Background: an optimization exercise with open tools, aiming at small area, a short achievable clock period and few clock cycles. Do not read the settings as production practice.
At most, simulation tests tie the RTL to the original design; equivalence was not proved.
Only the layout flow was run in runs 4 to 8; the RTL was not checked for function there.
Power is estimated from default activity; no workload was simulated.

--- flow/flow/run.sh ---
#!/bin/bash
# Standard ORFS layout with two changes: ports are buffered with the
# smallest plain buffer instead of the default delay buffer, and CTS adds
# no dummy clock loads.
set -euo pipefail
export BUFFER_PORTS_ARGS="-buffer_cell sky130_fd_sc_hd__buf_1"
export CTS_ARGS="-sink_clustering_enable -repair_clock_nets -dont_use_dummy_load"
bash standard.sh > standard.log 2>&1
--- flow/config.mk ---
export PLATFORM = sky130hd
export DESIGN_NAME = cnn_axi_burst_master
export DESIGN_NICKNAME = cnn_axi_burst_master
export VERILOG_FILES = /design/flow/design.v
export SDC_FILE = /design/flow/constraint.sdc
export NUM_CORES = 4
export LEC_CHECK = 0
export CAP_MARGIN = 20
export CORE_MARGIN = 2
export CORE_UTILIZATION = 40
export SLEW_MARGIN = 20
--- flow/design.v ---
package cnn_axi_pkg;
  localparam logic [1:0] RESP_OKAY     = 2'b00;
  localparam logic [1:0] BURST_INCR    = 2'b01;
  localparam logic [3:0] CACHE_DEFAULT = 4'b0011;
  localparam logic [2:0] SIZE_16B      = 3'b100;
endpackage
module cnn_beat_skid #(
  parameter int DW = 128,
  parameter int IW = 60
) (
  input  logic          clk_i,
  input  logic          rst_ni,
  input  logic          idle_i,        
  input  logic [IW-1:0] head_init_i,
  input  logic [IW-1:0] skid_init_i,
  input  logic          head_hold_i,   
  input  logic          skid_hold_i,   
  input  logic          in_valid_i,
  output logic          in_ready_o,
  input  logic [DW-1:0] in_data_i,
  output logic          out_valid_o,
  input  logic          out_ready_i,
  output logic [DW-1:0] out_data_o,
  output logic [DW-1:0] skid_data_o
);
  logic          head_v_q, skid_v_q;
  logic [DW-1:0] head_q, skid_q;
  logic          in_hs, head_load;
  assign in_ready_o  = ~skid_v_q;
  assign out_valid_o = head_v_q;
  assign out_data_o  = head_q;
  assign skid_data_o = skid_q;
  assign in_hs     = in_valid_i & ~skid_v_q;
  assign head_load = ~head_hold_i & (~head_v_q | out_ready_i);
  always_ff @(posedge clk_i or negedge rst_ni) begin
    if (!rst_ni) begin
      head_v_q <= 1'b0;
      skid_v_q <= 1'b0;
    end else if (head_load) begin
      head_v_q <= skid_v_q | in_hs;
      skid_v_q <= 1'b0;
    end else begin
      skid_v_q <= skid_v_q | in_hs;
    end
  end
  always_ff @(posedge clk_i) begin
    if (idle_i)
      head_q <= {head_q[DW-1:IW], head_init_i};
    else if (head_load)
      head_q <= skid_v_q ? skid_q : in_data_i;
    if (idle_i)
      skid_q <= {skid_q[DW-1:IW], skid_init_i};
    else if (!(skid_v_q | skid_hold_i))
      skid_q <= in_data_i;
  end
endmodule
module cnn_axi_burst_master #(
  parameter int C_M_AXI_ID_WIDTH   = 12,
  parameter int C_M_AXI_ADDR_WIDTH = 64,
  parameter int C_M_AXI_DATA_WIDTH = 128,
  parameter int BURST_LEN          = 16,
  parameter int ID_VALUE           = 0
) (
  input  logic                            M_AXI_ACLK,
  input  logic                            M_AXI_ARESETN,
  input  logic                            INIT_AXI_TXN,
  input  logic [C_M_AXI_ADDR_WIDTH-1:0]   input_Addr_Offset,
  input  logic [C_M_AXI_ADDR_WIDTH-1:0]   output_Addr_Offset,
  output logic                            TXN_DONE,
  output logic                            ERROR,
  output logic [C_M_AXI_ID_WIDTH-1:0]     M_AXI_ARID,
  output logic [C_M_AXI_ADDR_WIDTH-1:0]   M_AXI_ARADDR,
  output logic [7:0]                      M_AXI_ARLEN,
  output logic [2:0]                      M_AXI_ARSIZE,
  output logic [1:0]                      M_AXI_ARBURST,
  output logic                            M_AXI_ARLOCK,
  output logic [3:0]                      M_AXI_ARCACHE,
  output logic [2:0]                      M_AXI_ARPROT,
  output logic [3:0]                      M_AXI_ARQOS,
  output logic                            M_AXI_ARVALID,
  input  logic                            M_AXI_ARREADY,
  input  logic [C_M_AXI_ID_WIDTH-1:0]     M_AXI_RID,
  input  logic [C_M_AXI_DATA_WIDTH-1:0]   M_AXI_RDATA,
  input  logic [1:0]                      M_AXI_RRESP,
  input  logic                            M_AXI_RLAST,
  input  logic                            M_AXI_RVALID,
  output logic                            M_AXI_RREADY,
  output logic [C_M_AXI_ID_WIDTH-1:0]     M_AXI_AWID,
  output logic [C_M_AXI_ADDR_WIDTH-1:0]   M_AXI_AWADDR,
  output logic [7:0]                      M_AXI_AWLEN,
  output logic [2:0]                      M_AXI_AWSIZE,
  output logic [1:0]                      M_AXI_AWBURST,
  output logic                            M_AXI_AWLOCK,
  output logic [3:0]                      M_AXI_AWCACHE,
  output logic [2:0]                      M_AXI_AWPROT,
  output logic [3:0]                      M_AXI_AWQOS,
  output logic                            M_AXI_AWVALID,
  input  logic                            M_AXI_AWREADY,
  output logic [C_M_AXI_DATA_WIDTH-1:0]   M_AXI_WDATA,
  output logic [C_M_AXI_DATA_WIDTH/8-1:0] M_AXI_WSTRB,
  output logic                            M_AXI_WLAST,
  output logic                            M_AXI_WVALID,
  input  logic                            M_AXI_WREADY,
  input  logic [C_M_AXI_ID_WIDTH-1:0]     M_AXI_BID,
  input  logic [1:0]                      M_AXI_BRESP,
  input  logic                            M_AXI_BVALID,
  output logic                            M_AXI_BREADY
);
  localparam int CW = (BURST_LEN > 1) ? $clog2(BURST_LEN) : 1;
  localparam logic [CW-1:0] LAST_BEAT = CW'(BURST_LEN - 1);
  localparam int LO = $clog2(C_M_AXI_DATA_WIDTH / 8);    
  logic busy_q, done_q, err_q, arvalid_q, awvalid_q, bwait_q, wlast_q;
  logic [CW-1:0] rcnt_q, wcnt_q;
  localparam int IW = C_M_AXI_ADDR_WIDTH - LO;
  logic [C_M_AXI_DATA_WIDTH-1:0] skid_data;
  logic start, bad_in, bad_out, bad;
  logic r_hs, w_hs, b_hs, r_bad;
  logic wvalid, rready;
  logic unused_ids;
  assign unused_ids = ^{M_AXI_RID, M_AXI_BID};
  assign bad_in  = (|input_Addr_Offset[LO-1:0])
                 | ((&input_Addr_Offset[11:8]) & (|input_Addr_Offset[7:LO]));
  assign bad_out = (|output_Addr_Offset[LO-1:0])
                 | ((&output_Addr_Offset[11:8]) & (|output_Addr_Offset[7:LO]));
  assign bad     = bad_in | bad_out;
  assign start   = INIT_AXI_TXN & ~busy_q;
  assign r_hs  = M_AXI_RVALID & rready;
  assign w_hs  = wvalid & M_AXI_WREADY;
  assign b_hs  = M_AXI_BVALID & bwait_q;
  assign r_bad = (M_AXI_RRESP != cnn_axi_pkg::RESP_OKAY)
               | (M_AXI_RLAST != (rcnt_q == LAST_BEAT));
  cnn_beat_skid #(.DW(C_M_AXI_DATA_WIDTH), .IW(IW)) u_buf (
    .clk_i       (M_AXI_ACLK),
    .rst_ni      (M_AXI_ARESETN),
    .idle_i      (~busy_q),
    .head_init_i (output_Addr_Offset[C_M_AXI_ADDR_WIDTH-1:LO]),
    .skid_init_i (input_Addr_Offset[C_M_AXI_ADDR_WIDTH-1:LO]),
    .head_hold_i (awvalid_q & ~M_AXI_AWREADY),
    .skid_hold_i (arvalid_q),
    .in_valid_i  (M_AXI_RVALID),
    .in_ready_o  (rready),
    .in_data_i   (M_AXI_RDATA),
    .out_valid_o (wvalid),
    .out_ready_i (M_AXI_WREADY),
    .out_data_o  (M_AXI_WDATA),
    .skid_data_o (skid_data)
  );
  assign M_AXI_RREADY  = rready;
  assign M_AXI_WVALID  = wvalid;
  assign M_AXI_WLAST   = wlast_q;
  assign M_AXI_WSTRB   = '1;
  assign M_AXI_BREADY  = bwait_q;
  assign M_AXI_ARVALID = arvalid_q;
  assign M_AXI_AWVALID = awvalid_q;
  assign TXN_DONE      = done_q;
  assign ERROR         = err_q;
  assign M_AXI_ARID    = C_M_AXI_ID_WIDTH'(ID_VALUE);
  assign M_AXI_ARADDR  = {skid_data[IW-1:0], LO'(0)};
  assign M_AXI_ARLEN   = 8'(BURST_LEN - 1);
  assign M_AXI_ARSIZE  = cnn_axi_pkg::SIZE_16B;
  assign M_AXI_ARBURST = cnn_axi_pkg::BURST_INCR;
  assign M_AXI_ARLOCK  = 1'b0;
  assign M_AXI_ARCACHE = cnn_axi_pkg::CACHE_DEFAULT;
  assign M_AXI_ARPROT  = 3'b000;
  assign M_AXI_ARQOS   = 4'd0;
  assign M_AXI_AWID    = C_M_AXI_ID_WIDTH'(ID_VALUE);
  assign M_AXI_AWADDR  = {M_AXI_WDATA[IW-1:0], LO'(0)};
  assign M_AXI_AWLEN   = 8'(BURST_LEN - 1);
  assign M_AXI_AWSIZE  = cnn_axi_pkg::SIZE_16B;
  assign M_AXI_AWBURST = cnn_axi_pkg::BURST_INCR;
  assign M_AXI_AWLOCK  = 1'b0;
  assign M_AXI_AWCACHE = cnn_axi_pkg::CACHE_DEFAULT;
  assign M_AXI_AWPROT  = 3'b000;
  assign M_AXI_AWQOS   = 4'd0;
  always_ff @(posedge M_AXI_ACLK or negedge M_AXI_ARESETN) begin
    if (!M_AXI_ARESETN) begin
      busy_q    <= 1'b0;
      done_q    <= 1'b0;
      err_q     <= 1'b0;
      arvalid_q <= 1'b0;
      awvalid_q <= 1'b0;
      bwait_q   <= 1'b0;
      wlast_q   <= 1'b0;
      rcnt_q    <= '0;
      wcnt_q    <= '0;
    end else begin
      busy_q    <= start | (busy_q & ~done_q);
      done_q    <= (start & bad) | b_hs;
      arvalid_q <= (start & ~bad) | (arvalid_q & ~M_AXI_ARREADY);
      awvalid_q <= (start & ~bad) | (awvalid_q & ~M_AXI_AWREADY);
      bwait_q   <= (bwait_q & ~M_AXI_BVALID) | (w_hs & wlast_q);
      if (start)
        err_q <= bad;
      else if ((r_hs & r_bad) | (b_hs & (M_AXI_BRESP != cnn_axi_pkg::RESP_OKAY)))
        err_q <= 1'b1;
      if (r_hs) rcnt_q <= rcnt_q + 1'b1;
      if (w_hs) begin
        wcnt_q  <= wcnt_q + 1'b1;
        wlast_q <= (wcnt_q == LAST_BEAT - 1'b1);
      end
    end
  end
endmodule
--- flow/standard.sh ---
#!/bin/bash
# synth_recipe.tcl (not shown) runs the flow's synth.tcl, then flattens the netlist and writes it again
# the make line also repeats each setting of config.mk as NAME=value (left out here)
make -C /OpenROAD-flow-scripts/flow DESIGN_CONFIG=/design/flow/config.mk WORK_HOME=/design/flow/orfs CLKGATE_MAP_FILE= SYNTH_SCRIPT=/design/flow/synth_recipe.tcl "${@:-finish}"
--- flow/constraint.sdc ---
create_clock -name core_clock -period 5.5 [get_ports {M_AXI_ACLK}]
set_input_delay 1.1000 -clock core_clock [delete_from_list [all_inputs] [get_ports {M_AXI_ACLK}]]
set_output_delay 1.1000 -clock core_clock [all_outputs]
set_load 0.01 [all_outputs]
==> results of run 1 <==
==> per-stage QoR <==
| stage | instances | setup slack [ps] |
|---|---|---|
| after CTS | 1708 | 2180 |
| final | 1710 | 2210 |
| after detailed placement | 1677 | 2160 |
| after floorplan | 994 | 1560 |
| after global placement | 1675 | 2190 |
| after global routing | 1710 | 2110 |
==> where the power goes <==
part	switching, W	total, W	internal [W]
Sequential	0.000412	0.00362	0.00321
Combinational	0.00142	0.00217	0.000751
Clock	0.000745	0.00172	0.000977
==> cell families after synthesis <==
| kind of cell | after synthesis | share of synthesized area [%] |
|---|---|---|
| compound gates | 74 | 2.97 |
| mux | 189 | 15.9 |
| fa+ha+maj | 3 | 0.290 |
| xor+xnor | 7 | 0.473 |
| flops | 273 | 62.6 |
| other cells | 2 | 0.0580 |
| buf+inv | 260 | 14.8 |
| simple gates | 90 | 2.97 |
==> path summary, 6_finish.rpt <==
check,startpoint,end,slack (ps),cells after the start
max,u_buf.skid_v_q$_DFF_PN0_,M_AXI_RREADY,2210,3
min,rcnt_q[3]$_DFFE_PN0P_,rcnt_q[3]$_DFFE_PN0P_,480,1
max reg2reg,busy_q$_DFF_PN0_,u_buf.skid_q[9]$_DFFE_PP_,2550,3
min reg2reg,rcnt_q[3]$_DFFE_PN0P_,rcnt_q[3]$_DFFE_PN0P_,480,1
max in group asynchronous,M_AXI_ARESETN,busy_q$_DFF_PN0_,4130,1
min in group asynchronous,M_AXI_ARESETN,awvalid_q$_DFF_PN0_,680,1
==> per-layer routing <==
layer | share of wire (%) | wire length [µm] | vias to the layer above
met1 | 40 | 14500 | 3944
met4 | 2.8 | 1040 | 0
met2 | 50 | 18300 | 363
met5 | 0 | 0 | -
met3 | 7.4 | 2690 | 60
li1 | - | - | 3749
==> cell usage in the layout (no fill, tap or decap), types with 2 or more instances in the layout <==
| cell | netlist | final |
|---|---|---|
| buf_1 | 0 | 524 |
| edfxtp_1 | 256 | 256 |
| mux2_2 | 129 | 129 |
| conb_1 | 2 | 98 |
| nor2_1 | 65 | 65 |
| a21oi_1 | 61 | 61 |
| mux2i_1 | 60 | 60 |
| clkbuf_16 | 0 | 31 |
| dfrtp_1 | 17 | 15 |
| buf_4 | 223 | 8 |
| inv_1 | 7 | 7 |
| o21ai_0 | 8 | 7 |
| nand2_1 | 6 | 6 |
| nand3_1 | 5 | 5 |
| xnor2_1 | 5 | 5 |
| nor4_1 | 4 | 4 |
| nand4_1 | 3 | 3 |
| ha_1 | 3 | 3 |
| o211ai_1 | 2 | 2 |
| xor2_1 | 2 | 2 |
| dfrtp_4 | 0 | 2 |
| buf_16 | 0 | 2 |
==> worst max-delay path, stage by stage, from the launching register on <==
cell and delay (ps):
dfrtp_4 670, buf_4 670, inv_1 80, buf_1 150
==> sequential cells by signal (all words and copies together) (netlist names) <==
signal and cells:
busy_q 1, wcnt_q 4, rcnt_q 4, u_buf.head_q 128
err_q 1, arvalid_q 1, u_buf.head_v_q 1, awvalid_q 1
done_q 1, u_buf.skid_q 128, u_buf.skid_v_q 1, wlast_q 1
bwait_q 1
==> layout make-up <==
type / count / area [µm²]
sequential: 273 / 8120
tap: 402 / 503
multi-input combinational: 461 / 3320
clock buffer: 31 / 776
timing repair buffer: 535 / 2100
fill: 2952 / 16900
inverter: 7 / 26.3
antenna: 1 / 2.50
==> flow_summary_export.csv, run 1 <==
group,metric,value,unit
worst_setup_path,cp-end-kind,"output port",
worst_setup_path,cp-start-kind,"flop",
logic_synthesis,ys_warn_count,2,
die,die_area,0.0338,mm²
global_routing,grt.met1_usage,25.0,%
logic_synthesis,synth_cells,898,
logic_synthesis,async_reset_ff_share,6.23,%
logic_synthesis,synth_edf_count,256,
clocking,htree_levels,1,
global_routing,grt_usage,20.2,%
sta,holdWs,477,ps
clocking,clock_latency,550,ps
logic_synthesis,synth_top_cell_by_area,"edfxtp_1",
logic_synthesis,synth_most_common_cell,"edfxtp_1",
placed_design,placed_cell_area,0.0141,mm²
routing,post_drt_via_cell_ratio,4.75,
sta,rsz0062_at_grt,"false",
logic_synthesis,synth_top_flop_cell,"edfxtp_1",
sta,fin_crit,3290,ps
die,die_height,184,µm
global_routing,grt_pass1_wl,50100,µm
clocking,cts_buffers,31,
power,p_per_area,506,mW/mm²
global_routing,gr-total-overflow,0,
global_routing,groute.layer.met2.usage,35.0,%
cells_and_area,fin_util,46.8,%
sta,hold_viol_final,0,
logic_synthesis,yosys.cell_types.count,32,
worst_setup_path,cp.arrival,2190,ps
sta,max_freq,303,MHz
flow_run,maxCapViolCount,0,
hold_path,hold_class,"flop to flop",
die,initial_core_util,40.8,%
logic_synthesis,synth_area,0.0130,mm²
clocking,cts.sinks,273,
cells_and_area,design_area,0.0148,mm²
clocking,cts_tree,"built",
sta,worst_pin_slew,1050,ps
sta,period_share,59.9,%
sta,setup_viol,0,
die,fp.dieW,184,µm
clocking,ctsResizeCount,0,
clocking,ctsRootBufferMaster,"clkbuf_16",
routing,drcViolationCount,0,
logic_synthesis,synth-seq-cells,273,
logic_synthesis,synth_top_area_share,59.4,%
clocking,cts_hold_buf,0,
worst_setup_path,critical_path_class,"flop to output port",
cells_and_area,drive_gt1_share,13.7,%
sta,fin_skew,35.0,ps
routing,dr_total_vias,8116,
clocking,clock_path_buffers,3,
die,rows,65,
clocking,clk_pin_slew,50,ps
placed_design,gp_congestion,0.830,
global_routing,antenna_found_initial,4,
logic_synthesis,yosysSeqAreaShare,62.6,%
logic_synthesis,synth.area.top_cells,"edfxtp_1, buf_4, mux2_2",
power,peakVddDrop,0.245,mV
routing,first_pass_iters,4,
routing,wire_per_inst,21.4,µm
placed_design,io_buffers,524,
logic_synthesis,synth_area_per_cell,14.4,µm²
sta,maxSlewViolCount,0,
global_routing,grt_pass1_vias,7820,
global_routing,grt_use_met3,4.73,%
routing,totalWireLength,36500,µm
routing,drt_iter0_markers,443,
worst_setup_path,crit_fanout,43,
outcome,status,"finished clean",
global_routing,grt_max_degree,75,
die,coreArea,0.0317,mm²
cells_and_area,synthToLayoutAreaGrowth,14.6,%
routing,final_antenna_net_count,0,
die,ios,647,
sta,relSlewSlack,30.0,%
worst_setup_path,worstPathRequired,4400,ps
logic_synthesis,synthTopCellsByCount,"edfxtp_1, buf_4, mux2_2, nor2_1, a21oi_1",
cells_and_area,fin_nets,1605,
global_routing,busiest_layer,"met2",
power,p_leak,5.20,nW
clocking,post-cts-setup-buffer-count,0,
power,fin_total_pwr,0.00751,W
sta,setup_tns,0,ps
placed_design,hpwl,28000,µm
Testbench counts, summed over its fixed seeds: cycles 9,948.
==> inputs of run 2 (changes only) <==
--- a/flow/design.v
+++ b/flow/design.v
@@ -25,6 +25,6 @@
 );
-  logic          head_v_q, skid_v_q;
+  logic          head_v_q, skid_v_q, ready_q;
   logic [DW-1:0] head_q, skid_q;
   logic          in_hs, head_load;
-  assign in_ready_o  = ~skid_v_q;
+  assign in_ready_o  = ready_q;
   assign out_valid_o = head_v_q;
@@ -38,2 +38,3 @@
       skid_v_q <= 1'b0;
+      ready_q  <= 1'b1;
     end else if (head_load) begin
@@ -41,4 +42,6 @@
       skid_v_q <= 1'b0;
+      ready_q  <= 1'b1;
     end else begin
       skid_v_q <= skid_v_q | in_hs;
+      ready_q  <= ~(skid_v_q | in_hs);
     end
--- a/flow/config.mk
+++ b/flow/config.mk
@@ -10,2 +10,3 @@
 export CORE_UTILIZATION = 40
+export SETUP_SLACK_MARGIN = 3.3
 export SLEW_MARGIN = 20
==> run 2 against run 1 <==
Against the previous run: largest power group unchanged; highest routed layer is now met5; synthesized cell count is 0.22% higher; via count is 2.7% higher; still clean on timing, DRC and antenna; critical path depth is 2 lower; critical endpoint is now M_AXI_WDATA[4]; combinational power increased by 18%.
==> flow_summary_export.csv, run 2 <==
group,metric,value,unit
logic_synthesis,yosysSeqAreaShare,62.5,%
sta,fin_skew,10.5,ps
sta,period_share,42.0,%
hold_path,hold_class,"flop to flop",
worst_setup_path,crit_path_top_delay_cell,"edfxtp_1",
sta,setup_viol,0,
global_routing,grt_pass1_vias,7851,
sta,maxSlewViolCount,0,
logic_synthesis,async_reset_ff_share,6.57,%
clocking,clock_latency,550,ps
clocking,clk_pin_slew,50,ps
worst_setup_path,critical_path_class,"flop to output port",
logic_synthesis,synth_top_area_share,59.0,%
clocking,cts_buffers,31,
logic_synthesis,yosys.cell_types.count,33,
die,ios,647,
worst_setup_path,cp.arrival,1210,ps
global_routing,grt_pass1_wl,51700,µm
global_routing,grt_usage,21.0,%
placed_design,gp_congestion,0.842,
worst_setup_path,cp-end-kind,"output port",
clocking,cts.sinks,274,
logic_synthesis,synth_top_cell_by_area,"edfxtp_1",
flow_run,maxCapViolCount,0,
worst_setup_path,crit_fanout,2,
clocking,ctsRootBufferMaster,"clkbuf_16",
power,peakVddDrop,0.305,mV
sta,max_freq,433,MHz
sta,relSlewSlack,25.7,%
clocking,htree_levels,1,
routing,post_drt_via_cell_ratio,4.67,
logic_synthesis,synthTopCellsByCount,"edfxtp_1, buf_4, mux2_2, nor2_1",
cells_and_area,fill_cells,2963,
worst_setup_path,cpLargestDelayFamily,"flip-flops",
die,fp.dieW,184,µm
sta,hold_viol_final,0,
cells_and_area,mostFrequentLayoutCell,"buf_1",
placed_design,hpwl,27900,µm
routing,drt_iter0_markers,560,
logic_synthesis,synth_area,0.0130,mm²
routing,dr_total_vias,8339,
cells_and_area,fin_nets,1635,
logic_synthesis,synth_top_flop_cell,"edfxtp_1",
clocking,clock_path_buffers,3,
outcome,status,"finished clean",
logic_synthesis,synth_most_common_cell,"edfxtp_1",
logic_synthesis,ys_warn_count,2,
power,p_leak,6.05,nW
worst_setup_path,cp-start-kind,"flop",
worst_setup_path,cpPeakStageDelay,480,ps
global_routing,grt_max_degree,183,
sta,rsz0062_at_grt,"true",
power,p_per_area,504,mW/mm²
routing,final_antenna_net_count,0,
die,coreArea,0.0323,mm²
die,die_height,184,µm
global_routing,gr-total-overflow,0,
sta,fin_crit,2310,ps
clocking,cts_tree,"built",
routing,first_pass_iters,5,
cells_and_area,drive_gt1_share,32.0,%
cells_and_area,top_regs,"u_buf.head_q: 128 flops, u_buf.skid_q: 128 flops",
routing,drcViolationCount,0,
routing,totalWireLength,38400,µm
die,initial_core_util,40.3,%
sta,setup_tns,0,ps
worst_setup_path,crit_buf_inv,1,
placed_design,io_buffers,524,
routing,wire_per_inst,21.5,µm
global_routing,antenna_found_initial,17,
cells_and_area,synthToLayoutAreaGrowth,20.5,%
logic_synthesis,synth_cells,900,
die,rows,66,
die,die_area,0.0340,mm²
logic_synthesis,synth-seq-cells,274,
worst_setup_path,path_cells,"buf_1",
power,fin_total_pwr,0.00792,W
logic_synthesis,synth_edf_count,256,
worst_setup_path,worstPathRequired,4400,ps
cells_and_area,mostFrequentLayoutCells,"buf_1, edfxtp_1, clkbuf_2",
logic_synthesis,synth_area_per_cell,14.5,µm²
logic_synthesis,synth.area.top_cells,"edfxtp_1, buf_4, mux2_2",
sta,worst_pin_slew,1110,ps
[run 2: layer usage]
layer / part of all wire, % / global-route usage [%] / up-vias
li1: - / - / 3802
met1: 38 / 25.6 / 4084
met2: 50 / 36.0 / 377
met3: 8.7 / 5.97 / 70
met4: 3.4 / 6.18 / 6
met5: 0.094 / 0 / -
[run 2: cell type report]
type | instances | area [µm²] | share of cell area (%)
Sequential cell | 274 | 8150 | 51.9
Multi-Input combinational cell | 462 | 3360 | 21.4
Inverter | 7 | 26.3 | 0.167
Timing Repair Buffer | 563 | 2820 | 17.9
Clock buffer | 31 | 776 | 4.94
Antenna cell | 6 | 15.0 | 0.0957
Tap cell | 442 | 553 | 3.52
[run 2: path summary, 6_finish.rpt]
path / slack [ps] / end / depth (start not counted) / from
worst min-delay path: 470 / busy_q$_DFF_PN0_ / 1 / done_q$_DFF_PN0_
worst max register to register: 3450 / u_buf.skid_q[107]$_DFFE_PP_ / 2 / u_buf.skid_v_q$_DFF_PN0_
max in group asynchronous: 4650 / busy_q$_DFF_PN0_ / 1 / M_AXI_ARESETN
min in group asynchronous: 490 / err_q$_DFFE_PN0P_ / 1 / M_AXI_ARESETN
worst min register to register: 470 / busy_q$_DFF_PN0_ / 1 / done_q$_DFF_PN0_
worst max-delay path: 3190 / M_AXI_WDATA[4] / 1 / u_buf.head_q[4]$_DFFE_PP_
[run 2: through the flow]
stage                     worst slack, ps  area [µm²]  hold slack (ps)  utilization [%]  std cells
after global placement               2680       14100              462             43.7       1714
after detailed placement             2690       14100              462             43.7       1714
after global routing                 3120       15700              482             48.6       1782
after CTS                            3140       15300              473             47.3       1766
final                                3190       15700              473             48.6       1785
after floorplan                      2650       13400              442                -        996
[run 2: worst reg2reg max path: cells and delay by family (launching register included)]
kind	cells	cell delay (ps)
simple gates	1	210
buf+inv	1	750
flops	1	650
[run 2: cell families after synthesis]
family	Yosys count	synth area share, %
mux	189	15.8
compound gates	75	3.03
other cells	2	0.0577
simple gates	90	3.02
fa+ha+maj	3	0.288
xor+xnor	7	0.471
buf+inv	260	14.8
flops	274	62.5
[run 2: timing repair]
action,CTS,global route
setup endpoints to repair,468,239
resized for setup,92,188
hold buffers,0,0
setup buffers,21,13
[run 2: report_power, final]
group	leakage [nW]	internal, W	switching [W]	total, W
Clock	0.382	0.000977	0.000776	0.00175
Combinational	2.92	0.00107	0.00150	0.00256
Sequential	2.74	0.00322	0.000382	0.00360
Total	6.05	0.00526	0.00265	0.00792
Testbench counts of run 2, summed over its fixed seeds: cycles 9,948.
==> inputs of run 3 (changes only) <==
--- a/flow/config.mk
+++ b/flow/config.mk
@@ -10,3 +10,2 @@
 export CORE_UTILIZATION = 40
-export SETUP_SLACK_MARGIN = 3.3
 export SLEW_MARGIN = 20
==> run 3 against run 2 <==
Against the previous run: setup slack got worse by 690 ps; power fell by 5.8%; first-iteration DRC count decreased by 27%; sequential share of layout area rose by 2.8 points; combinational power is 17% lower; flip-flop and latch count unchanged; clock power barely moved; global-route usage down 1.7 points; clock skew up 32 ps; cell count fell by 1.7%.
==> flow_summary_export.csv, run 3 <==
group,metric,value,unit
outcome,status,"finished clean",
global_routing,grt_max_degree,85,
sta,max_freq,334,MHz
clocking,ctsResizeCount,0,
flow_run,maxCapViolCount,0,
logic_synthesis,ys_warn_count,2,
cells_and_area,drive_gt1_share,13.9,%
sta,maxSlewViolCount,0,
routing,dr_total_vias,8139,
sta,period_share,54.5,%
logic_synthesis,synth_top_area_share,59.0,%
cells_and_area,area.sequential,0.00815,mm²
die,die_area,0.0340,mm²
worst_setup_path,worstPathRequired,5780,ps
clocking,cts_tree,"built",
sta,relSlewSlack,35.1,%
routing,first_pass_iters,5,
routing,drcViolationCount,0,
cells_and_area,synthToLayoutAreaGrowth,14.5,%
logic_synthesis,synth-seq-cells,274,
die,coreArea,0.0323,mm²
die,rows,66,
worst_setup_path,r2r_cells,3,
logic_synthesis,synth_edf_count,256,
worst_setup_path,reg2reg_from,"busy_q$_DFF_PN0_",
global_routing,grt_usage,19.3,%
global_routing,grt_pass1_wl,48400,µm
global_routing,grt_pass1_vias,7666,
sta,hold_viol_final,0,
logic_synthesis,async_reset_ff_share,6.57,%
sta,holdWs,443,ps
routing,wire_per_inst,20.0,µm
hold_path,hold_class,"flop to flop",
cells_and_area,design_area,0.0149,mm²
cells_and_area,multi_input_area,0.00334,mm²
logic_synthesis,synthTopCellsByCount,"edfxtp_1, buf_4, mux2_2, nor2_1",
sta,fin_skew,42.3,ps
clocking,cts_hold_buf,0,
power,peakVddDrop,0.273,mV
logic_synthesis,synth_cells,900,
hold_path,hold_start,"done_q$_DFF_PN0_",
routing,totalWireLength,35100,µm
clocking,clock_path_buffers,3,
logic_synthesis,synth_most_common_cell,"edfxtp_1",
logic_synthesis,synth_top_flop_cell,"edfxtp_1",
logic_synthesis,synth_area,0.0130,mm²
logic_synthesis,synth_area_per_cell,14.5,µm²
routing,post_drt_via_cell_ratio,4.64,
clocking,clk_pin_slew,60,ps
sta,rsz0062_at_grt,"false",
cells_and_area,mostFrequentLayoutCell,"buf_1",
cells_and_area,fin_util,46.2,%
power,p_leak,5.20,nW
cells_and_area,top_regs,"u_buf.head_q: 128 flops, u_buf.skid_q: 128 flops",
routing,final_antenna_net_count,0,
sta,fin_crit,2990,ps
cells_and_area,fin_nets,1605,
logic_synthesis,synth.area.top_cells,"edfxtp_1, buf_4, mux2_2",
sta,setup_viol,0,
die,ios,647,
global_routing,gr-total-overflow,0,
placed_design,placed_cell_area,0.0141,mm²
routing,drt_iter0_markers,409,
worst_setup_path,cp-start-kind,"flop",
worst_setup_path,critical_path_class,"flop to flop",
logic_synthesis,synth_top_cell_by_area,"edfxtp_1",
placed_design,io_buffers,524,
worst_setup_path,crit_fanout,84,
sta,worst_pin_slew,971,ps
die,fp.dieW,184,µm
placed_design,hpwl,26500,µm
clocking,ctsRootBufferMaster,"clkbuf_16",
die,initial_core_util,40.3,%
global_routing,antenna_found_initial,8,
worst_setup_path,cp-end-kind,"flop",
cells_and_area,fill_cells,3023,
placed_design,gp_congestion,0.801,
clocking,cts_buffers,31,
power,p_per_area,500,mW/mm²
clocking,htree_levels,1,
clocking,post-cts-setup-buffer-count,0,
cells_and_area,mostFrequentLayoutCells,"buf_1, edfxtp_1, mux2_2",
logic_synthesis,yosys.cell_types.count,33,
clocking,clock_latency,560,ps
logic_synthesis,yosysSeqAreaShare,62.5,%
clocking,cts.sinks,274,
worst_setup_path,crit_path_start,"busy_q$_DFF_PN0_",
die,die_height,184,µm
worst_setup_path,cp.arrival,3270,ps
hold_path,hold_path_depth,1,
sta,setup_tns,0,ps
==> run 3: final cells by class <==
cell class	instances	share of cell area (%)
diodes	5	0.0840
clock buffers	31	5.21
inverters	7	0.176
multi-input cells	462	22.4
flip-flops and latches	274	54.7
well taps	442	3.71
repair buffers	533	13.7
==> run 3: critical path: stages (launching register included) <==
cell     delay, ps
dfrtp_4        680
buf_4          660
buf_4          830
mux2_2         410
==> run 3: power breakdown <==
group          total (W)  switching (W)  internal [W]
Clock            0.00172       0.000746      0.000977
Combinational    0.00213        0.00140      0.000733
Sequential       0.00361       0.000390       0.00322
==> run 3: layer usage <==
layer / global-route usage, % / wire length (µm)
met5: 0 / 44
met1: 24.8 / 14200
met4: 4.80 / 722
met2: 31.6 / 16900
met3: 6.11 / 3270
==> run 3: through the flow <==
step / total power (W) / std cells / worst slack, ps
after CTS: 0.00753 / 1748 / 2550
after detailed placement: 0.00578 / 1717 / 2330
after floorplan: 0.00539 / 996 / 836
after global placement: 0.00576 / 1717 / 2340
final: 0.00746 / 1754 / 2510
after global routing: 0.00786 / 1751 / 2380
==> run 3: kinds of logic (layout without fill, tap and decap cells) <==
family	after synthesis	count (layout)	share of synthesized area, %
buf+inv	260	571	14.8
simple gates	90	90	3.02
mux	189	189	15.8
compound gates	75	75	3.03
fa+ha+maj	3	3	0.288
flops	274	274	62.5
other cells	2	103	0.0577
xor+xnor	7	7	0.471
==> run 3: final timing paths <==
kind	to	slack [ps]
max in group asynchronous	u_buf.skid_v_q$_DFF_PN0_	4670
setup / recovery	u_buf.skid_q[1]$_DFFE_PP_	2510
setup reg to reg	u_buf.skid_q[1]$_DFFE_PP_	2510
min in group asynchronous	arvalid_q$_DFF_PN0_	470
hold reg to reg	busy_q$_DFF_PN0_	440
hold / removal	busy_q$_DFF_PN0_	440
==> inputs of run 4 (changes only) <==
--- a/flow/design.v
+++ b/flow/design.v
@@ -16,2 +16,4 @@
   input  logic          head_hold_i,   
+  input  logic          head_rel_i,    
+  input  logic          head_hold_d_i,  
   input  logic          skid_hold_i,   
@@ -25,3 +27,3 @@
 );
-  logic          head_v_q, skid_v_q, ready_q;
+  logic          head_v_q, skid_v_q, ready_q, free_q;
   logic [DW-1:0] head_q, skid_q;
@@ -33,3 +35,3 @@
   assign in_hs     = in_valid_i & ~skid_v_q;
-  assign head_load = ~head_hold_i & (~head_v_q | out_ready_i);
+  assign head_load = free_q | (head_v_q & out_ready_i) | (head_hold_i & head_rel_i);
   always_ff @(posedge clk_i or negedge rst_ni) begin
@@ -39,2 +41,3 @@
       ready_q  <= 1'b1;
+      free_q   <= 1'b1;
     end else if (head_load) begin
@@ -43,2 +46,3 @@
       ready_q  <= 1'b1;
+      free_q   <= ~(skid_v_q | in_hs | head_hold_d_i);
     end else begin
@@ -46,13 +50,12 @@
       ready_q  <= ~(skid_v_q | in_hs);
+      free_q   <= ~(head_v_q | head_hold_d_i);
     end
   end
+  logic [DW-1:0] head_src;
+  assign head_src = skid_v_q ? skid_q : in_data_i;
   always_ff @(posedge clk_i) begin
-    if (idle_i)
-      head_q <= {head_q[DW-1:IW], head_init_i};
-    else if (head_load)
-      head_q <= skid_v_q ? skid_q : in_data_i;
-    if (idle_i)
-      skid_q <= {skid_q[DW-1:IW], skid_init_i};
-    else if (!(skid_v_q | skid_hold_i))
-      skid_q <= in_data_i;
+    if (head_load)
+      head_q <= idle_i ? {head_src[DW-1:IW], head_init_i} : head_src;
+    if (!(skid_v_q | skid_hold_i))
+      skid_q <= idle_i ? {in_data_i[DW-1:IW], skid_init_i} : in_data_i;
   end
@@ -118,2 +121,3 @@
   logic [C_M_AXI_DATA_WIDTH-1:0] skid_data;
+  logic awvalid_d;
   logic start, bad_in, bad_out, bad;
@@ -140,3 +144,5 @@
     .skid_init_i (input_Addr_Offset[C_M_AXI_ADDR_WIDTH-1:LO]),
-    .head_hold_i (awvalid_q & ~M_AXI_AWREADY),
+    .head_hold_i (awvalid_q),
+    .head_rel_i  (M_AXI_AWREADY),
+    .head_hold_d_i (awvalid_d),
     .skid_hold_i (arvalid_q),
@@ -177,2 +183,3 @@
   assign M_AXI_AWQOS   = 4'd0;
+  assign awvalid_d = (start & ~bad) | (awvalid_q & ~M_AXI_AWREADY);
   always_ff @(posedge M_AXI_ACLK or negedge M_AXI_ARESETN) begin
@@ -192,3 +199,3 @@
       arvalid_q <= (start & ~bad) | (arvalid_q & ~M_AXI_ARREADY);
-      awvalid_q <= (start & ~bad) | (awvalid_q & ~M_AXI_AWREADY);
+      awvalid_q <= awvalid_d;
       bwait_q   <= (bwait_q & ~M_AXI_BVALID) | (w_hs & wlast_q);
==> flow/flow/run.sh (replaced) <==
#!/bin/bash
# Standard ORFS layout with these changes: ports are buffered with the
# smallest plain buffer instead of the default delay buffer, and CTS adds
# no dummy clock loads and clusters more sinks per leaf buffer.
set -euo pipefail
export BUFFER_PORTS_ARGS="-buffer_cell sky130_fd_sc_hd__buf_1"
export CTS_ARGS="-sink_clustering_enable -repair_clock_nets -dont_use_dummy_load -sink_clustering_size 30 -sink_clustering_max_diameter 150"
bash standard.sh > standard.log 2>&1
--- a/flow/config.mk
+++ b/flow/config.mk
@@ -10,2 +10,3 @@
 export CORE_UTILIZATION = 40
+export SETUP_SLACK_MARGIN = 3.3
 export SLEW_MARGIN = 20
==> run 4 against run 3 <==
Against the previous run: still clean; power rose by 13%; flip-flop and latch count rose by 1; sequential power rose by 12%; clock-buffer cell count fell by 18; fmax rose by 32%; first-iteration DRC count rose by 39%; worst hold slack improved by 38 ps; critical path depth fell by 2; die area fell by 0.10%; utilization rose by 0.18 points; via count fell by 0.52%; clock power fell by 39%; critical endpoint is now M_AXI_AWADDR[34].
==> flow_summary_export.csv, run 4 <==
group,metric,value,unit
placed_design,gp_congestion,0.810,
routing,final_antenna_net_count,0,
die,initial_core_util,40.3,%
global_routing,gr-total-overflow,0,
cells_and_area,drive_gt1_share,23.6,%
power,peakVddDrop,0.288,mV
clocking,htree_levels,1,
die,die_area,0.0340,mm²
worst_setup_path,reg2reg_from,"u_buf.skid_v_q$_DFF_PN0_",
routing,dr_total_vias,8097,
logic_synthesis,synth_area_per_cell,14.5,µm²
placed_design,io_buffers,524,
global_routing,grt_max_degree,179,
worst_setup_path,cpPeakStageDelay,490,ps
die,fp.dieW,184,µm
logic_synthesis,synth.area.top_cells,"edfxtp_1, buf_4, mux2_2",
routing,first_pass_iters,4,
sta,fin_crit,2270,ps
worst_setup_path,cp.arrival,1170,ps
flow_run,maxCapViolCount,0,
logic_synthesis,async_reset_ff_share,6.91,%
clocking,clock_path_buffers,3,
logic_synthesis,yosysSeqAreaShare,62.8,%
logic_synthesis,synth-seq-cells,275,
power,p_per_area,565,mW/mm²
logic_synthesis,synth_area,0.0130,mm²
worst_setup_path,worstPathRequired,4400,ps
worst_setup_path,crit_path_start,"u_buf.head_q[30]$_DFFE_PP_",
logic_synthesis,synth_top_cell_by_area,"edfxtp_1",
global_routing,grt_usage,18.9,%
clocking,cts_buffers,13,
logic_synthesis,synth_most_common_cell,"edfxtp_1",
global_routing,grt_pass1_vias,7479,
cells_and_area,mostFrequentLayoutCells,"buf_1, edfxtp_1, mux2_2",
worst_setup_path,crit_path_top_delay_cell,"edfxtp_1",
cells_and_area,synthToLayoutAreaGrowth,15.0,%
sta,maxSlewViolCount,0,
hold_path,hold_start,"done_q$_DFF_PN0_",
sta,hold_viol_final,0,
logic_synthesis,ys_warn_count,2,
routing,wire_per_inst,19.7,µm
sta,worst_pin_slew,861,ps
cells_and_area,fin_nets,1606,
logic_synthesis,synthTopCellsByCount,"edfxtp_1, buf_4, mux2_2, nor2_1",
logic_synthesis,synth_top_area_share,59.1,%
die,rows,66,
hold_path,hold_class,"flop to flop",
global_routing,antenna_found_initial,4,
sta,max_freq,440,MHz
logic_synthesis,yosys.cell_types.count,36,
cells_and_area,fin_util,46.3,%
sta,relSlewSlack,42.6,%
logic_synthesis,synth_edf_count,256,
logic_synthesis,synth_top_flop_cell,"edfxtp_1",
worst_setup_path,cpLargestDelayFamily,"flip-flops",
die,die_height,184,µm
clocking,cts.sinks,275,
outcome,status,"finished clean",
worst_setup_path,cp-end-kind,"output port",
worst_setup_path,critical_path_class,"flop to output port",
clocking,cts_tree,"built",
worst_setup_path,cp-start-kind,"flop",
clocking,cts_hold_buf,0,
sta,fin_skew,65.7,ps
worst_setup_path,path_cells,"clkbuf_2",
worst_setup_path,crit_fanout,2,
cells_and_area,top_regs,"u_buf.head_q: 128 flops, u_buf.skid_q: 128 flops",
clocking,ctsRootBufferMaster,"clkbuf_16",
routing,drt_iter0_markers,568,
power,p_leak,5.56,nW
sta,rsz0062_at_grt,"true",
die,ios,647,
sta,setup_viol,0,
logic_synthesis,synth_cells,899,
placed_design,hpwl,24900,µm
routing,drcViolationCount,0,
cells_and_area,mostFrequentLayoutCell,"buf_1",
clocking,clk_pin_slew,120,ps
routing,totalWireLength,34600,µm
die,coreArea,0.0323,mm²
sta,setup_tns,0,ps
routing,post_drt_via_cell_ratio,4.62,
sta,period_share,41.3,%
worst_setup_path,crit_buf_inv,1,
worst_setup_path,r2r_slack,3350,ps
clocking,clock_latency,480,ps
global_routing,grt_pass1_wl,47500,µm
-- run 4: layout make-up --
type                    instances  area (µm²)
clock buffers                  13         325
multi-input cells             462        3360
flip-flops and latches        275        8170
inverters                       7        26.3
fillers                      3027       17300
repair buffers                551        2510
well taps                     442         553
diodes                          2        5.00
-- run 4: kinds of logic (layout without fill, tap and decap cells) --
kind of cell    after synthesis  after routing  synth area share [%]
simple gates                 88             90                  3.08
other cells                   2            100                0.0577
mux                         189            189                  15.8
flops                       275            275                  62.8
buf+inv                     260            571                  14.4
xor+xnor                      7              7                 0.471
compound gates               75             75                  3.12
fa+ha+maj                     3              3                 0.289
-- run 4: path summary, 6_finish.rpt --
check,end,depth (start not counted)
setup / recovery,M_AXI_AWADDR[34],1
hold / removal,busy_q$_DFF_PN0_,1
setup reg to reg,u_buf.head_q[58]$_DFFE_PP_,3
hold reg to reg,busy_q$_DFF_PN0_,1
max in group asynchronous,busy_q$_DFF_PN0_,1
min in group asynchronous,rcnt_q[2]$_DFFE_PN0P_,1
-- run 4: repair_timing --
action | 4_1_cts | 5_1_grt
resized for setup | 44 | 121
cloned | 2 | 0
pin swaps | 0 | 0
endpoints found under the setup margin | 204 | 235
setup buffers | 9 | 14
-- run 4: where the power goes --
| part | switching, W | internal, W | total (W) | leakage (nW) |
|---|---|---|---|---|
| clock | 0.000623 | 0.000429 | 0.00105 | 0.160 |
| combinational | 0.00201 | 0.00135 | 0.00336 | 2.61 |
| sequential | 0.000488 | 0.00355 | 0.00404 | 2.79 |
| total | 0.00312 | 0.00533 | 0.00845 | 5.56 |
-- run 4: metrics by stage --
| step | setup WS, ps | hold WS (ps) | std cells | area, µm² | power [W] |
|---|---|---|---|---|---|
| 3_3_place_gp | 2440 | 455 | 1712 | 14100 | 0.00712 |
| 2_1_floorplan | 2450 | 442 | 995 | 13400 | 0.00650 |
| 5_1_grt | 3190 | 508 | 1752 | 15000 | 0.00893 |
| 3_5_place_dp | 2450 | 465 | 1712 | 14100 | 0.00714 |
| 4_1_cts | 3220 | 486 | 1736 | 14700 | 0.00834 |
| 6_report | 3230 | 481 | 1752 | 15000 | 0.00845 |
-- run 4: metal layers --
| metal | up-vias | share of wire, % | global-route usage [%] |
|---|---|---|---|
| li1 | 3740 | - | - |
| met1 | 3968 | 41 | 25.1 |
| met2 | 357 | 49 | 32.0 |
| met3 | 30 | 7.5 | 4.05 |
| met4 | 2 | 1.8 | 3.97 |
| met5 | - | 0.035 | 0 |
==> inputs of run 5 (changes only) <==
--- a/flow/config.mk
+++ b/flow/config.mk
@@ -9,3 +9,3 @@
 export CORE_MARGIN = 2
-export CORE_UTILIZATION = 40
+export CORE_UTILIZATION = 65
 export SETUP_SLACK_MARGIN = 3.3
==> run 5 against run 4 <==
Against the previous run: the run now fails in I/O pin placement (3_2_place_iop); synthesized area stayed put; synthesized cell count stayed put.
==> flow_summary_export.csv, run 5 <==
group,metric,value,unit
logic_synthesis,synth.area.top_cells,"edfxtp_1, buf_4, mux2_2",
logic_synthesis,synth_area_per_cell,14.5,µm²
outcome,firstError,"[ERROR PPL-0024] Number of IO pins (647) exceeds maximum number of available positions (518). Increase the die perimeter from 581.80um to 879.92um.",
logic_synthesis,yosys.cell_types.count,36,
outcome,status,"stopped before the end",
logic_synthesis,yosysSeqAreaShare,62.8,%
logic_synthesis,synth_cells,899,
logic_synthesis,synth_most_common_cell,"edfxtp_1",
logic_synthesis,ys_warn_count,2,
logic_synthesis,synth_area,0.0130,mm²
logic_synthesis,synth_top_area_share,59.1,%
logic_synthesis,synthTopCellsByCount,"edfxtp_1, buf_4, mux2_2, nor2_1",
logic_synthesis,synth-seq-cells,275,
outcome,haltStage,"I/O pin placement (3_2_place_iop)",
die,fp.dieW,145,µm
logic_synthesis,synth_edf_count,256,
logic_synthesis,synth_top_flop_cell,"edfxtp_1",
logic_synthesis,synth_top_cell_by_area,"edfxtp_1",
die,initial_core_util,66.6,%
logic_synthesis,async_reset_ff_share,6.91,%
die,die_height,145,µm
die,rows,51,
-- run 5: cell counts after synthesis --
Identical to the previous run, type by type.
-- run 5: kinds of logic after synthesis --
logic type               count (synthesis)  synth area share, %
other                                    2               0.0577
flip-flops                             275                 62.8
AND/OR/NAND/NOR                         88                 3.08
XOR/XNOR                                 7                0.471
AO/OA/AOI/OAI                           75                 3.12
buffers and inverters                  260                 14.4
adder cells (fa/ha/maj)                  3                0.289
multiplexers                           189                 15.8
==> inputs of run 6 (changes only) <==
--- a/flow/config.mk
+++ b/flow/config.mk
@@ -9,4 +9,4 @@
 export CORE_MARGIN = 2
-export CORE_UTILIZATION = 65
-export SETUP_SLACK_MARGIN = 3.3
+export CORE_UTILIZATION = 40
+export SETUP_SLACK_MARGIN = 3.5
 export SLEW_MARGIN = 20
==> run 6 against run 5 <==
Against the previous run: now clean on timing, DRC and antenna; synthesized cell count stayed put; synthesized area stayed put.
==> flow_summary_export.csv, run 6 <==
group,metric,value,unit
logic_synthesis,synth_top_area_share,59.1,%
clocking,cts.sinks,275,
global_routing,antenna_found_initial,4,
routing,highest_layer,"met5",
cells_and_area,fin_nets,1618,
logic_synthesis,synth.area.top_cells,"edfxtp_1, buf_4, mux2_2",
routing,wire_per_inst,20.2,µm
worst_setup_path,crit_buf_inv,1,
logic_synthesis,synth_top_flop_cell,"edfxtp_1",
placed_design,hpwl,24900,µm
sta,holdWs,484,ps
sta,fin_crit,2300,ps
routing,post_drt_via_cell_ratio,4.66,
sta,max_freq,434,MHz
global_routing,grt_max_degree,179,
sta,fin_skew,65.8,ps
global_routing,grt_pass1_wl,48300,µm
routing,wl_met1,14500,µm
worst_setup_path,path_depth,1,
cells_and_area,mostFrequentLayoutCells,"buf_1, edfxtp_1, clkbuf_2",
worst_setup_path,critical_path_class,"flop to output port",
worst_setup_path,r2r_slack,3670,ps
clocking,cts_hold_buf,0,
routing,drcViolationCount,0,
placed_design,dp_slack,2450,ps
cells_and_area,mostFrequentLayoutCell,"buf_1",
cells_and_area,top_regs,"u_buf.head_q: 128 flops, u_buf.skid_q: 128 flops",
sta,worst_pin_slew,859,ps
worst_setup_path,cpLargestDelayFamily,"flip-flops",
logic_synthesis,synth_edf_count,256,
logic_synthesis,synth-seq-cells,275,
flow_run,maxCapViolCount,0,
die,die_height,184,µm
routing,dr_total_vias,8217,
worst_setup_path,r2r_cells,2,
power,peakVddDrop,0.334,mV
clocking,clock_latency,480,ps
worst_setup_path,cpPeakStageDelay,520,ps
worst_setup_path,worstPathRequired,4400,ps
clocking,htree_levels,1,
worst_setup_path,crit_path_end,"M_AXI_AWADDR[34]",
clocking,cts_tree,"built",
logic_synthesis,ys_warn_count,2,
routing,first_pass_iters,5,
logic_synthesis,synth_most_common_cell,"edfxtp_1",
logic_synthesis,synth_area,0.0130,mm²
sta,maxSlewViolCount,0,
cells_and_area,multi_input_area,0.00337,mm²
worst_setup_path,crit_path_top_delay_cell,"edfxtp_1",
cells_and_area,fill_cells,2978,
sta,setup_viol,0,
outcome,status,"finished clean",
cells_and_area,drive_gt1_share,31.7,%
sta,rsz0062_at_grt,"true",
routing,final_antenna_net_count,0,
clocking,ctsRootBufferMaster,"clkbuf_16",
die,coreArea,0.0323,mm²
clocking,clock_path_buffers,3,
logic_synthesis,synth_cells,899,
worst_setup_path,cp-start-kind,"flop",
cells_and_area,area.sequential,0.00817,mm²
sta,fin_ws,3200,ps
worst_setup_path,crit_fanout,2,
sta,period_share,41.9,%
cells_and_area,fin_util,47.4,%
sta,hold_viol_final,0,
routing,drt_iter0_markers,539,
clocking,clk_pin_slew,120,ps
placed_design,gp_congestion,0.810,
cells_and_area,synthToLayoutAreaGrowth,17.6,%
logic_synthesis,synth_area_per_cell,14.5,µm²
logic_synthesis,synth_top_cell_by_area,"edfxtp_1",
worst_setup_path,r2r-end,"u_buf.skid_q[33]$_DFFE_PN_",
logic_synthesis,yosys.cell_types.count,36,
global_routing,grt_pass1_vias,7503,
worst_setup_path,crit_path_start,"u_buf.head_q[30]$_DFFE_PP_",
worst_setup_path,cp-end-kind,"output port",
sta,relSlewSlack,42.7,%
worst_setup_path,path_cells,"clkbuf_2",
worst_setup_path,reg2reg_from,"busy_q$_DFF_PN0_",
hold_path,hold_class,"flop to flop",
logic_synthesis,yosysSeqAreaShare,62.8,%
routing,totalWireLength,35700,µm
die,die_area,0.0340,mm²
die,fp.dieW,184,µm
global_routing,gr-total-overflow,0,
placed_design,io_buffers,524,
global_routing,grt_usage,19.3,%
sta,setup_tns,0,ps
power,p_leak,5.95,nW
power,fin_total_pwr,0.00868,W
logic_synthesis,async_reset_ff_share,6.91,%
logic_synthesis,synthTopCellsByCount,"edfxtp_1, buf_4, mux2_2, nor2_1",
die,initial_core_util,40.3,%
worst_setup_path,cp.arrival,1200,ps
power,p_per_area,568,mW/mm²
die,rows,66,
die,ios,647,
routing,wl_met3,2750,µm
routing,route.met2.wl,17800,µm
clocking,cts_buffers,13,
==> run 6: cell counts after synthesis <==
No cell type changed its count.
==> run 6: final cells by class <==
type / instances / share of cell area, %
inverter: 7 / 0.172
multi-input combinational: 462 / 22.0
clock buffer: 13 / 2.13
tap: 442 / 3.62
antenna: 2 / 0.0327
timing repair buffer: 563 / 18.6
sequential: 275 / 53.5
==> run 6: where the power goes <==
part | internal (W) | switching [W] | leakage (nW)
clock | 0.000429 | 0.000625 | 0.160
combinational | 0.00153 | 0.00207 | 2.99
sequential | 0.00355 | 0.000484 | 2.79
total | 0.00550 | 0.00318 | 5.95
==> run 6: stage by stage <==
stage | std cells | instance area, µm²
after detailed placement | 1712 | 14100
after floorplan | 995 | 13400
after global routing | 1764 | 15300
after CTS | 1749 | 14900
final | 1764 | 15300
after global placement | 1712 | 14100
==> run 6: kinds of logic (layout without fill, tap and decap cells) <==
logic type / Yosys count / count (layout) / share of synthesized area (%)
adders and majority gates: 3 / 3 / 0.289
muxes: 189 / 189 / 15.8
buffers and inverters: 260 / 583 / 14.4
other: 2 / 100 / 0.0577
and+or+nand+nor: 88 / 90 / 3.08
AOI/OAI and AO/OA: 75 / 75 / 3.12
DFF: 275 / 275 / 62.8
xor gates and xnor gates: 7 / 7 / 0.471
==> run 6: routing by layer <==
metal | track usage (%) | vias up
met5 | 0 | -
met4 | 4.00 | 2
met3 | 3.93 | 32
met2 | 32.7 | 384
met1 | 25.7 | 4034
li1 | - | 3765
==> run 6: worst min path at each step <==
| stage | depth (start not counted) | endpoint | slack, ps | from |
|---|---|---|---|---|
| 2_1_floorplan | 1 | rcnt_q[3]$_DFFE_PN0P_ | 440 | rcnt_q[3]$_DFFE_PN0P_ |
| 3_3_place_gp | 1 | u_buf.free_q$_DFF_PN1_ | 450 | awvalid_q$_DFF_PN0_ |
| 3_5_place_dp | 1 | wcnt_q[3]$_DFFE_PN0P_ | 460 | wcnt_q[3]$_DFFE_PN0P_ |
| 4_1_cts | 1 | wcnt_q[3]$_DFFE_PN0P_ | 490 | wcnt_q[3]$_DFFE_PN0P_ |
| 5_1_grt | 1 | wcnt_q[3]$_DFFE_PN0P_ | 510 | wcnt_q[3]$_DFFE_PN0P_ |
| 6_report | 1 | busy_q$_DFF_PN0_ | 480 | done_q$_DFF_PN0_ |
==> run 6: timing repair <==
action,CTS,global route
buffers inserted,21,12
gates resized for setup,83,185
setup endpoints to repair,604,383
pin swaps,0,0
gates cloned,3,1
hold endpoints to repair,0,0
==> inputs of run 7 (changes only) <==
--- a/flow/flow/run.sh
+++ b/flow/flow/run.sh
@@ -6,3 +6,3 @@
 export BUFFER_PORTS_ARGS="-buffer_cell sky130_fd_sc_hd__buf_1"
-export CTS_ARGS="-sink_clustering_enable -repair_clock_nets -dont_use_dummy_load -sink_clustering_size 30 -sink_clustering_max_diameter 150"
+export CTS_ARGS="-sink_clustering_enable -repair_clock_nets -dont_use_dummy_load -sink_clustering_size 40 -sink_clustering_max_diameter 100"
 bash standard.sh > standard.log 2>&1
--- a/flow/config.mk
+++ b/flow/config.mk
@@ -9,3 +9,3 @@
 export CORE_MARGIN = 2
-export CORE_UTILIZATION = 40
+export CORE_UTILIZATION = 65
 export SETUP_SLACK_MARGIN = 3.5
==> run 7 against run 6 <==
Against the previous run: the run now fails in I/O pin placement (3_2_place_iop); synthesized area did not move; synthesized cell count unchanged.
==> flow_summary_export.csv, run 7 <==
group,metric,value,unit
logic_synthesis,synth_cells,899,
logic_synthesis,synth_top_flop_cell,"edfxtp_1",
logic_synthesis,synth_edf_count,256,
die,fp.dieW,145,µm
logic_synthesis,synth.area.top_cells,"edfxtp_1, buf_4, mux2_2",
logic_synthesis,synth-seq-cells,275,
logic_synthesis,synth_area,0.0130,mm²
outcome,firstError,"[ERROR PPL-0024] Number of IO pins (647) exceeds maximum number of available positions (518). Increase the die perimeter from 581.80um to 879.92um.",
outcome,haltStage,"I/O pin placement (3_2_place_iop)",
logic_synthesis,async_reset_ff_share,6.91,%
logic_synthesis,yosys.cell_types.count,36,
outcome,status,"stopped before the end",
logic_synthesis,synthTopCellsByCount,"edfxtp_1, buf_4, mux2_2, nor2_1",
logic_synthesis,synth_area_per_cell,14.5,µm²
logic_synthesis,ys_warn_count,2,
die,initial_core_util,66.6,%
logic_synthesis,synth_top_cell_by_area,"edfxtp_1",
die,rows,51,
logic_synthesis,yosysSeqAreaShare,62.8,%
logic_synthesis,synth_most_common_cell,"edfxtp_1",
logic_synthesis,synth_top_area_share,59.1,%
die,die_height,145,µm
## run 7: cell counts after synthesis
No cell type changed its count.
## run 7: logic make-up after synthesis
family / share of synthesized area, %
flip-flops: 62.8
XOR/XNOR: 0.471
other: 0.0577
AND/OR/NAND/NOR: 3.08
adder cells (fa/ha/maj): 0.289
AO/OA/AOI/OAI: 3.12
buffers and inverters: 14.4
multiplexers: 15.8
==> inputs of run 8 (changes only) <==
==> flow/flow/run.sh (replaced) <==
#!/bin/bash
# Standard ORFS layout with these changes: ports are buffered with the
# smallest plain buffer instead of the default delay buffer; one tie cell
# of each kind drives all constant outputs; synthesized 2:1 muxes start at
# the smallest size; CTS adds no dummy clock loads and clusters more sinks
# per leaf buffer.
set -euo pipefail
HERE=$(cd "$(dirname "$0")" && pwd)
export BUFFER_PORTS_ARGS="-buffer_cell sky130_fd_sc_hd__buf_1"
export SKIP_REPAIR_TIE_FANOUT=1
export POST_FLOORPLAN_TCL="$HERE/post_floorplan.tcl"
export CTS_ARGS="-sink_clustering_enable -repair_clock_nets -dont_use_dummy_load -sink_clustering_size 30 -sink_clustering_max_diameter 150"
bash standard.sh > standard.log 2>&1
==> flow/flow/post_floorplan.tcl (new file) <==
# Start the synthesized 2:1 muxes at the smallest size; timing repair
# later upsizes any that need it.
foreach inst [get_cells -hier *] {
  if {[get_property $inst ref_name] eq "sky130_fd_sc_hd__mux2_2"} {
    replace_cell $inst sky130_fd_sc_hd__mux2_1
  }
}
--- a/flow/config.mk
+++ b/flow/config.mk
@@ -9,4 +9,4 @@
 export CORE_MARGIN = 2
-export CORE_UTILIZATION = 65
-export SETUP_SLACK_MARGIN = 3.5
+export CORE_UTILIZATION = 40
+export SETUP_SLACK_MARGIN = 3.3
 export SLEW_MARGIN = 20
==> run 8 against run 7 <==
Against the previous run: the run now finishes clean; synthesized cell count did not move; synthesized area unchanged.
==> flow_summary_export.csv, run 8 <==
group,metric,value,unit
outcome,status,"finished clean",
clocking,clock_path_buffers,3,
die,fp.dieW,184,µm
sta,worst_pin_slew,938,ps
global_routing,grt_pass1_wl,49400,µm
worst_setup_path,reg2reg_from,"u_buf.skid_v_q$_DFF_PN0_",
clocking,cts_buffers,13,
clocking,clk_pin_slew,120,ps
global_routing,gr-total-overflow,0,
sta,maxSlewViolCount,0,
logic_synthesis,synth_most_common_cell,"edfxtp_1",
global_routing,grt_usage,19.7,%
clocking,ctsRootBufferMaster,"clkbuf_16",
worst_setup_path,cpLargestDelayFamily,"flip-flops",
cells_and_area,mostFrequentLayoutCells,"buf_1, edfxtp_1, mux2_1",
routing,totalWireLength,36300,µm
routing,drcViolationCount,0,
power,peakVddDrop,0.431,mV
power,p_per_area,583,mW/mm²
logic_synthesis,synth_area,0.0130,mm²
placed_design,gp_congestion,0.860,
logic_synthesis,synthTopCellsByCount,"edfxtp_1, buf_4, mux2_2, nor2_1",
logic_synthesis,yosys.cell_types.count,36,
hold_path,hold_class,"flop to flop",
routing,post_drt_via_cell_ratio,4.82,
worst_setup_path,crit_fanout,2,
sta,setup_tns,0,ps
logic_synthesis,async_reset_ff_share,6.91,%
die,ios,647,
sta,max_freq,433,MHz
worst_setup_path,path_cells,"clkbuf_2",
logic_synthesis,yosysSeqAreaShare,62.8,%
die,coreArea,0.0323,mm²
worst_setup_path,cp.arrival,1210,ps
logic_synthesis,synth_cells,899,
flow_run,maxCapViolCount,0,
clocking,clock_latency,500,ps
logic_synthesis,synth-seq-cells,275,
clocking,htree_levels,1,
cells_and_area,drive_gt1_share,16.6,%
cells_and_area,mostFrequentLayoutCell,"buf_1",
sta,relSlewSlack,37.5,%
die,die_area,0.0340,mm²
logic_synthesis,synth_top_flop_cell,"edfxtp_1",
worst_setup_path,crit_path_start,"u_buf.head_q[21]$_DFFE_PP_",
global_routing,grt_max_degree,179,
worst_setup_path,cp-end-kind,"output port",
cells_and_area,fin_nets,1510,
global_routing,antenna_found_initial,1,
logic_synthesis,synth_area_per_cell,14.5,µm²
logic_synthesis,synth_edf_count,256,
die,rows,66,
worst_setup_path,crit_path_top_delay_cell,"edfxtp_1",
sta,rsz0062_at_grt,"true",
worst_setup_path,worstPathRequired,4400,ps
routing,first_pass_iters,5,
worst_setup_path,crit_buf_inv,1,
routing,dr_total_vias,7986,
placed_design,io_buffers,524,
worst_setup_path,critical_path_class,"flop to output port",
routing,drt_iter0_markers,527,
sta,period_share,42.0,%
logic_synthesis,synth.area.top_cells,"edfxtp_1, buf_4, mux2_2",
routing,wire_per_inst,21.9,µm
cells_and_area,top_regs,"u_buf.head_q: 128 flops, u_buf.skid_q: 128 flops",
clocking,cts_tree,"built",
cells_and_area,fin_cells,1656,
placed_design,hpwl,25600,µm
cells_and_area,synthToLayoutAreaGrowth,13.3,%
routing,final_antenna_net_count,0,
sta,setup_viol,0,
logic_synthesis,synth_top_cell_by_area,"edfxtp_1",
logic_synthesis,synth_top_area_share,59.1,%
hold_path,hold_start,"done_q$_DFF_PN0_",
placed_design,dp.cells,1616,
die,initial_core_util,40.3,%
sta,hold_viol_final,0,
worst_setup_path,cpPeakStageDelay,530,ps
clocking,cts.sinks,275,
worst_setup_path,cp-start-kind,"flop",
logic_synthesis,ys_warn_count,2,
power,p_leak,5.37,nW
sta,fin_skew,62.6,ps
sta,fin_crit,2310,ps
global_routing,grt_pass1_vias,7624,
die,die_height,184,µm
## run 8: cell counts after synthesis
Identical to the previous run, type by type.
## run 8: final cells by class
type | instances | area [µm²]
fill | 3003 | 17500
antenna | 2 | 5.00
clock buffer | 13 | 325
tap | 442 | 553
inverter | 7 | 26.3
multi-input combinational | 366 | 3000
timing repair buffer | 551 | 2660
sequential | 275 | 8170
## run 8: through the flow
step           total power (W)  hold slack, ps  instance area (µm²)  setup slack, ps  utilization [%]
2_1_floorplan          0.00650             442                13000             2450                -
3_3_place_gp           0.00710             456                13800             2420             42.7
3_5_place_dp           0.00715             460                13800             2390             42.7
4_1_cts                0.00844             482                14400             3160             44.6
5_1_grt                0.00907             501                14700             3140             45.6
6_report               0.00859             477                14700             3190             45.7
## run 8: routing by layer
layer / track usage, % / up-vias / wire length [µm]
met5: 0 / - / 0
met4: 5.09 / 0 / 771
met3: 3.66 / 45 / 2470
met2: 34.6 / 358 / 18500
met1: 25.0 / 3940 / 14500
li1: - / 3643 / -
## run 8: kinds of logic (layout without fill, tap and decap cells)
logic type                 after synthesis  count (layout)  share of synthesized area, %
other                                    2               4                        0.0577
xor gates and xnor gates                 7               7                         0.471
AOI/OAI and AO/OA                       75              75                          3.12
and+or+nand+nor                         88              90                          3.08
muxes                                  189             189                          15.8
adders and majority gates                3               3                         0.289
buffers and inverters                  260             571                          14.4
DFF                                    275             275                          62.8
## run 8: worst register-to-register path, delay by kind of cell (launching register included)
family | cells | cell delay (ps)
DFF | 1 | 680
buffers and inverters | 1 | 500
and+or+nand+nor | 1 | 180
## run 8: report_power, final
part | internal (W) | leakage [nW] | switching, W
Combinational | 0.00135 | 2.41 | 0.00211
Sequential | 0.00355 | 2.79 | 0.000509
Clock | 0.000430 | 0.160 | 0.000641
Total | 0.00533 | 5.37 | 0.00326
## run 8: timing repair
item / 4_1_cts / 5_1_grt
endpoints found under the hold margin: 0 / 0
gates cloned: 2 / 0
resized for setup: 71 / 148
setup endpoints to repair: 244 / 190
hold buffers: 0 / 0
setup buffers: 12 / 11
## run 8: worst paths after layout
check                      cells after the start  slack [ps]                        end
setup / recovery                               1        3190           M_AXI_AWADDR[25]
hold / removal                                 1         480           busy_q$_DFF_PN0_
setup reg to reg                               2        3490  u_buf.skid_q[2]$_DFFE_PN_
hold reg to reg                                1         480           busy_q$_DFF_PN0_
max in group asynchronous                      1        4540    u_buf.ready_q$_DFF_PN1_
min in group asynchronous                      1         550           done_q$_DFF_PN0_

[what the ideal ports hide]
No port has a modelled driver above. Below, the same layouts with a new extraction and two added sets of constraints. Step 1: set_driving_cell puts a clkbuf_16 on M_AXI_ACLK and a buf_2 on each other input, an assumption about the parent block. Step 2 also shifts input and output timing later by t, the mid clock arrival at the registers, as if the neighbouring blocks saw the same clock. Slacks: ideal ports / drivers / drivers and shift; pairs: ideal ports / drivers.
run	t, ns	setup WS [ns]	hold WS [ns]
run 1	0.589	2.205 / 2.149 / 2.177	0.477 / 0.477 / 0.477
run 2	0.603	3.191 / 3.140 / 2.821	0.473 / 0.473 / 0.473
run 3	0.595	2.505 / 2.505 / 2.411	0.443 / 0.443 / 0.443
run 4	0.510	3.228 / 3.176 / 2.903	0.481 / 0.481 / 0.481
run 6	0.510	3.198 / 3.146 / 3.029	0.484 / 0.484 / 0.484
run 8	0.521	3.190 / 3.140 / 2.990	0.477 / 0.477 / 0.477
After both steps setup and hold are still met in every run listed. For run 2, which loses most, drivers alone change the setup slack by -0.051 ns; drivers and shift together by -0.370 ns.
